This is an optimization exercise on Yosys and OpenROAD, whose aim is small area, a short achievable clock period and few clock cycles, not a production implementation.
At most, simulation tests tie the RTL to the original design; equivalence was not proved.
Power is estimated from default activity; no workload was simulated.

==> module la_capture, before the edit <==
module la_capture #(
   parameter  int DATA_W = 18,
   parameter  int DEPTH  = 256,
   localparam int AW     = $clog2(DEPTH)
) (
   input  logic              clk_i,
   input  logic              rst_i,
   input  logic [DATA_W-1:0] data_i,
   input  logic              trig_i,
   input  logic [1:0]        trig_mode_i,
   input  logic [AW-1:0]     pretrig_i,
   input  logic              arm_i,
   input  logic [7:0]        trig_cnt_i,
   output logic              armed_o,
   output logic              triggered_o,
   output logic              done_o,
   output logic              rd_valid_o,
   input  logic              rd_ready_i,
   output logic [DATA_W-1:0] rd_data_o,
   output logic              rd_last_o
);
   localparam int NTAP = 8;
   localparam int TW   = $clog2(NTAP);
   localparam int SW   = AW - TW;           
   localparam logic [1:0] TRIG_LEVEL_HIGH = 2'd0;
   localparam logic [1:0] TRIG_LEVEL_LOW  = 2'd1;
   localparam logic [1:0] TRIG_RISING     = 2'd2;
   localparam logic [1:0] TRIG_FALLING    = 2'd3;
   function automatic logic trigMatch(input logic [1:0] mode,
                                      input logic       cur,
                                      input logic       prev);
      case (mode)
         TRIG_LEVEL_HIGH: trigMatch = cur;
         TRIG_LEVEL_LOW:  trigMatch = ~cur;
         TRIG_RISING:     trigMatch = cur & ~prev;
         TRIG_FALLING:    trigMatch = ~cur & prev;
         default:         trigMatch = 1'b0;
      endcase
   endfunction
   logic          armed_q, pre_q, wait_q, post_q, done_q;
   logic [1:0]    mode_q;
   logic [AW-1:0] pretrig_q;     
   logic [AW-1:0] cnt_q;         
   logic          trigPrev_q;
   logic          triggered_q;
   logic          waitMatch, fire, preEnd, postEnd, capEnd;
   logic [7:0]    matchLeft_q;   
   assign fire = waitMatch && (matchLeft_q[7:1] == 7'd0);
   always_ff @(posedge clk_i) begin
      if (rst_i) begin
         matchLeft_q <= 8'd0;
      end else if (arm_i) begin
         matchLeft_q <= trig_cnt_i;
      end else if (waitMatch) begin
         matchLeft_q <= matchLeft_q - 8'd1;
      end
   end
   assign waitMatch = wait_q && !arm_i && trigMatch(mode_q, trig_i, trigPrev_q);
   assign preEnd    = pre_q && (cnt_q == AW'(1));
   assign postEnd   = post_q && (cnt_q == AW'(1));
   assign capEnd    = !arm_i && (postEnd || (fire && (&pretrig_q)));
   logic [TW-1:0]     tapSel;
   logic              rdValid_q, rdLast_q;
   logic [DATA_W-1:0] rdData_q, rdHold_q;
   logic [NTAP*DATA_W-1:0] taps;
   logic [DATA_W-1:0] tapWord;
   logic              canLoad, load, xfer;
   la_capture_ram #(
      .DATA_W (DATA_W),
      .DEPTH  (DEPTH),
      .NTAP   (NTAP)
   ) u_ram (
      .clk_i   (clk_i),
      .cap_i   (armed_q),
      .wdata_i (data_i),
      .taps_o  (taps)
   );
   assign tapSel  = pretrig_q[AW-1 -: TW] | {TW{!done_q}};
   assign tapWord = taps[tapSel*DATA_W +: DATA_W];
   assign xfer    = rdValid_q && rd_ready_i;
   assign canLoad = done_q && !rdLast_q && (pretrig_q[SW-1:0] == SW'((1 << SW) - 2));
   assign load    = canLoad && (!rdValid_q || rd_ready_i);
   always_ff @(posedge clk_i) begin
      if (rst_i) begin
         armed_q     <= 1'b0;
         pre_q       <= 1'b0;
         wait_q      <= 1'b0;
         post_q      <= 1'b0;
         done_q      <= 1'b0;
         triggered_q <= 1'b0;
         mode_q      <= TRIG_LEVEL_HIGH;
         pretrig_q   <= '0;
         cnt_q       <= '0;
      end else if (arm_i) begin
         armed_q     <= 1'b1;
         pre_q       <= (pretrig_i != '0);
         wait_q      <= (pretrig_i == '0);
         post_q      <= 1'b0;
         done_q      <= 1'b0;
         triggered_q <= 1'b0;
         mode_q      <= trig_mode_i;
         pretrig_q   <= pretrig_i;
         cnt_q       <= pretrig_i;
      end else begin
         if (pre_q) begin
            cnt_q <= cnt_q - AW'(1);
            if (preEnd) begin
               pre_q  <= 1'b0;
               wait_q <= 1'b1;
            end
         end
         if (fire) begin
            triggered_q <= 1'b1;
            wait_q      <= 1'b0;
            post_q      <= !(&pretrig_q);
            cnt_q       <= ~pretrig_q;
         end
         if (post_q) begin
            cnt_q <= cnt_q - AW'(1);
            if (postEnd) post_q <= 1'b0;
         end
         if (capEnd) begin
            armed_q   <= 1'b0;
            done_q    <= 1'b1;
            pretrig_q <= AW'(DEPTH - 2);
         end
         if (done_q) begin
            if (load) begin
               cnt_q <= cnt_q - AW'(1);
            end else begin
               pretrig_q <= (pretrig_q == AW'(DEPTH - 2)) ? '0 : pretrig_q + AW'(1);
            end
         end
         if (xfer && rdLast_q) begin
            done_q <= 1'b0;
         end
      end
   end
   always_ff @(posedge clk_i) begin
      if (rst_i) begin
         trigPrev_q <= 1'b0;
      end else begin
         trigPrev_q <= trig_i;
      end
   end
   always_ff @(posedge clk_i) begin
      if (rst_i || arm_i) begin
         rdValid_q <= 1'b0;
         rdLast_q  <= 1'b0;
      end else if (capEnd) begin
         rdValid_q <= 1'b1;
         rdLast_q  <= 1'b0;
      end else if (!rdValid_q || rd_ready_i) begin
         rdValid_q <= load;
         rdLast_q  <= load && (cnt_q == AW'(2));
      end
   end
   always_ff @(posedge clk_i) begin
      if (!done_q || load) begin
         rdHold_q <= tapWord;
      end
   end
   always_ff @(posedge clk_i) begin
      rdData_q <= (!rdValid_q || rd_ready_i) ? tapWord : rdHold_q;
   end
   assign armed_o     = armed_q;
   assign triggered_o = triggered_q;
   assign done_o      = done_q;
   assign rd_valid_o  = rdValid_q;
   assign rd_data_o   = rdData_q;
   assign rd_last_o   = rdLast_q;
endmodule
clock: 6.0 ns
lec_check: 0
cap_margin: 20
core_margin: 2
core_utilization: 65
cts_cluster_diameter: 60
cts_cluster_size: 30
setup_slack_margin: 4
slew_margin: 20
run.sh (not shown) runs the stock make flow with config.mk's settings and CLKGATE_MAP_FILE= SYNTH_SCRIPT=/design/flow/synth_recipe.tcl, a recipe that flattens the netlist after the stock synthesis.
==> next run, changes <==
--- a/flow/design.v
+++ b/flow/design.v
@@ -58,11 +58,11 @@
          default:         trigMatch = 1'b0;
       endcase
    endfunction
    logic          armed_q, pre_q, wait_q, post_q, done_q;
    logic [1:0]    mode_q;
-   logic [AW-1:0] pretrig_q;     
+   logic [AW-1:0] pretrig_q;
    logic [AW-1:0] cnt_q;         
    logic          trigPrev_q;
    logic          triggered_q;
    logic          waitMatch, fire, preEnd, postEnd, capEnd;
    logic [7:0]    matchLeft_q;   
@@ -78,11 +78,12 @@
    end
    assign waitMatch = wait_q && !arm_i && trigMatch(mode_q, trig_i, trigPrev_q);
    assign preEnd    = pre_q && (cnt_q == AW'(1));
    assign postEnd   = post_q && (cnt_q == AW'(1));
    assign capEnd    = !arm_i && (postEnd || (fire && (&pretrig_q)));
-   logic [TW-1:0]     tapSel;
+   logic [AW-1:0]     pos_q;       
+   logic [AW-1:0]     next_q;      
    logic              rdValid_q, rdLast_q;
    logic [DATA_W-1:0] rdData_q, rdHold_q;
    logic [NTAP*DATA_W-1:0] taps;
    logic [DATA_W-1:0] tapWord;
    logic              canLoad, load, xfer;
@@ -94,14 +95,13 @@
       .clk_i   (clk_i),
       .cap_i   (armed_q),
       .wdata_i (data_i),
       .taps_o  (taps)
    );
-   assign tapSel  = pretrig_q[AW-1 -: TW] | {TW{!done_q}};
-   assign tapWord = taps[tapSel*DATA_W +: DATA_W];
+   assign tapWord = taps[pos_q[AW-1 -: TW]*DATA_W +: DATA_W];
    assign xfer    = rdValid_q && rd_ready_i;
-   assign canLoad = done_q && !rdLast_q && (pretrig_q[SW-1:0] == SW'((1 << SW) - 2));
+   assign canLoad = done_q && !rdLast_q && (pos_q[SW-1:0] == SW'((1 << SW) - 2));
    assign load    = canLoad && (!rdValid_q || rd_ready_i);
    always_ff @(posedge clk_i) begin
       if (rst_i) begin
          armed_q     <= 1'b0;
          pre_q       <= 1'b0;
@@ -139,20 +139,12 @@
          if (post_q) begin
             cnt_q <= cnt_q - AW'(1);
             if (postEnd) post_q <= 1'b0;
          end
          if (capEnd) begin
-            armed_q   <= 1'b0;
-            done_q    <= 1'b1;
-            pretrig_q <= AW'(DEPTH - 2);
-         end
-         if (done_q) begin
-            if (load) begin
-               cnt_q <= cnt_q - AW'(1);
-            end else begin
-               pretrig_q <= (pretrig_q == AW'(DEPTH - 2)) ? '0 : pretrig_q + AW'(1);
-            end
+            armed_q <= 1'b0;
+            done_q  <= 1'b1;
          end
          if (xfer && rdLast_q) begin
             done_q <= 1'b0;
          end
       end
@@ -171,21 +163,31 @@
       end else if (capEnd) begin
          rdValid_q <= 1'b1;
          rdLast_q  <= 1'b0;
       end else if (!rdValid_q || rd_ready_i) begin
          rdValid_q <= load;
-         rdLast_q  <= load && (cnt_q == AW'(2));
+         rdLast_q  <= load && (&next_q);
       end
    end
    always_ff @(posedge clk_i) begin
       if (!done_q || load) begin
          rdHold_q <= tapWord;
       end
    end
    always_ff @(posedge clk_i) begin
       rdData_q <= (!rdValid_q || rd_ready_i) ? tapWord : rdHold_q;
    end
+   always_ff @(posedge clk_i) begin
+      if (!done_q) begin
+         pos_q  <= AW'(DEPTH - 2);
+         next_q <= AW'(1);
+      end else if (load) begin
+         next_q <= next_q + AW'(1);
+      end else begin
+         pos_q <= (pos_q == AW'(DEPTH - 2)) ? '0 : pos_q + AW'(1);
+      end
+   end
    assign armed_o     = armed_q;
    assign triggered_o = triggered_q;
    assign done_o      = done_q;
    assign rd_valid_o  = rdValid_q;
    assign rd_data_o   = rdData_q;
Effect:
- The changed run produced a clean layout
- synthesized area increases by 0.50%
- final area hardly moves
- routed wire length is lower by 3.1%
- total power rose by 1.1%
- utilization hardly moves
- worst hold slack hardly moves
- clock skew stays flat
- synthesized cell count rose by 0.63%
- worst setup slack loses 33 ps
Testbench counts after the change, summed over its fixed seeds: cycles 12,628.
Only the layout flow was run in the first run of this note; the RTL was not checked for function there.

==> static timing again, ports no longer ideal <==
How much do the figures lean on ideal ports? The routed layouts below were timed once more, with nothing changed but the port constraints.
Step 1 sets driving cells, clkbuf_16 on the clock port and buf_2 on the other inputs (assumed; they add their load-dependent delay and slew).
Step 2 also shifts input and output timing later by t, the mid clock arrival at the registers, as if the neighbouring blocks saw the same clock.
a / b / c = ideal / step 1 / step 2; a / b = the first two.
run | t (ns) | setup WS [ns] | worst setup path after step 2 | latest minus earliest clock arrival (ns)
the first run | 0.884 | 3.462 / 3.387 / 2.948 | input to register | 0.029 / 0.028
the second run | 0.872 | 3.429 / 3.355 / 2.918 | input to register | 0.025 / 0.026
After both steps setup and hold are still met in every run listed. For the first run, which loses most, drivers alone change the setup slack by -0.075 ns; drivers and shift together by -0.514 ns.
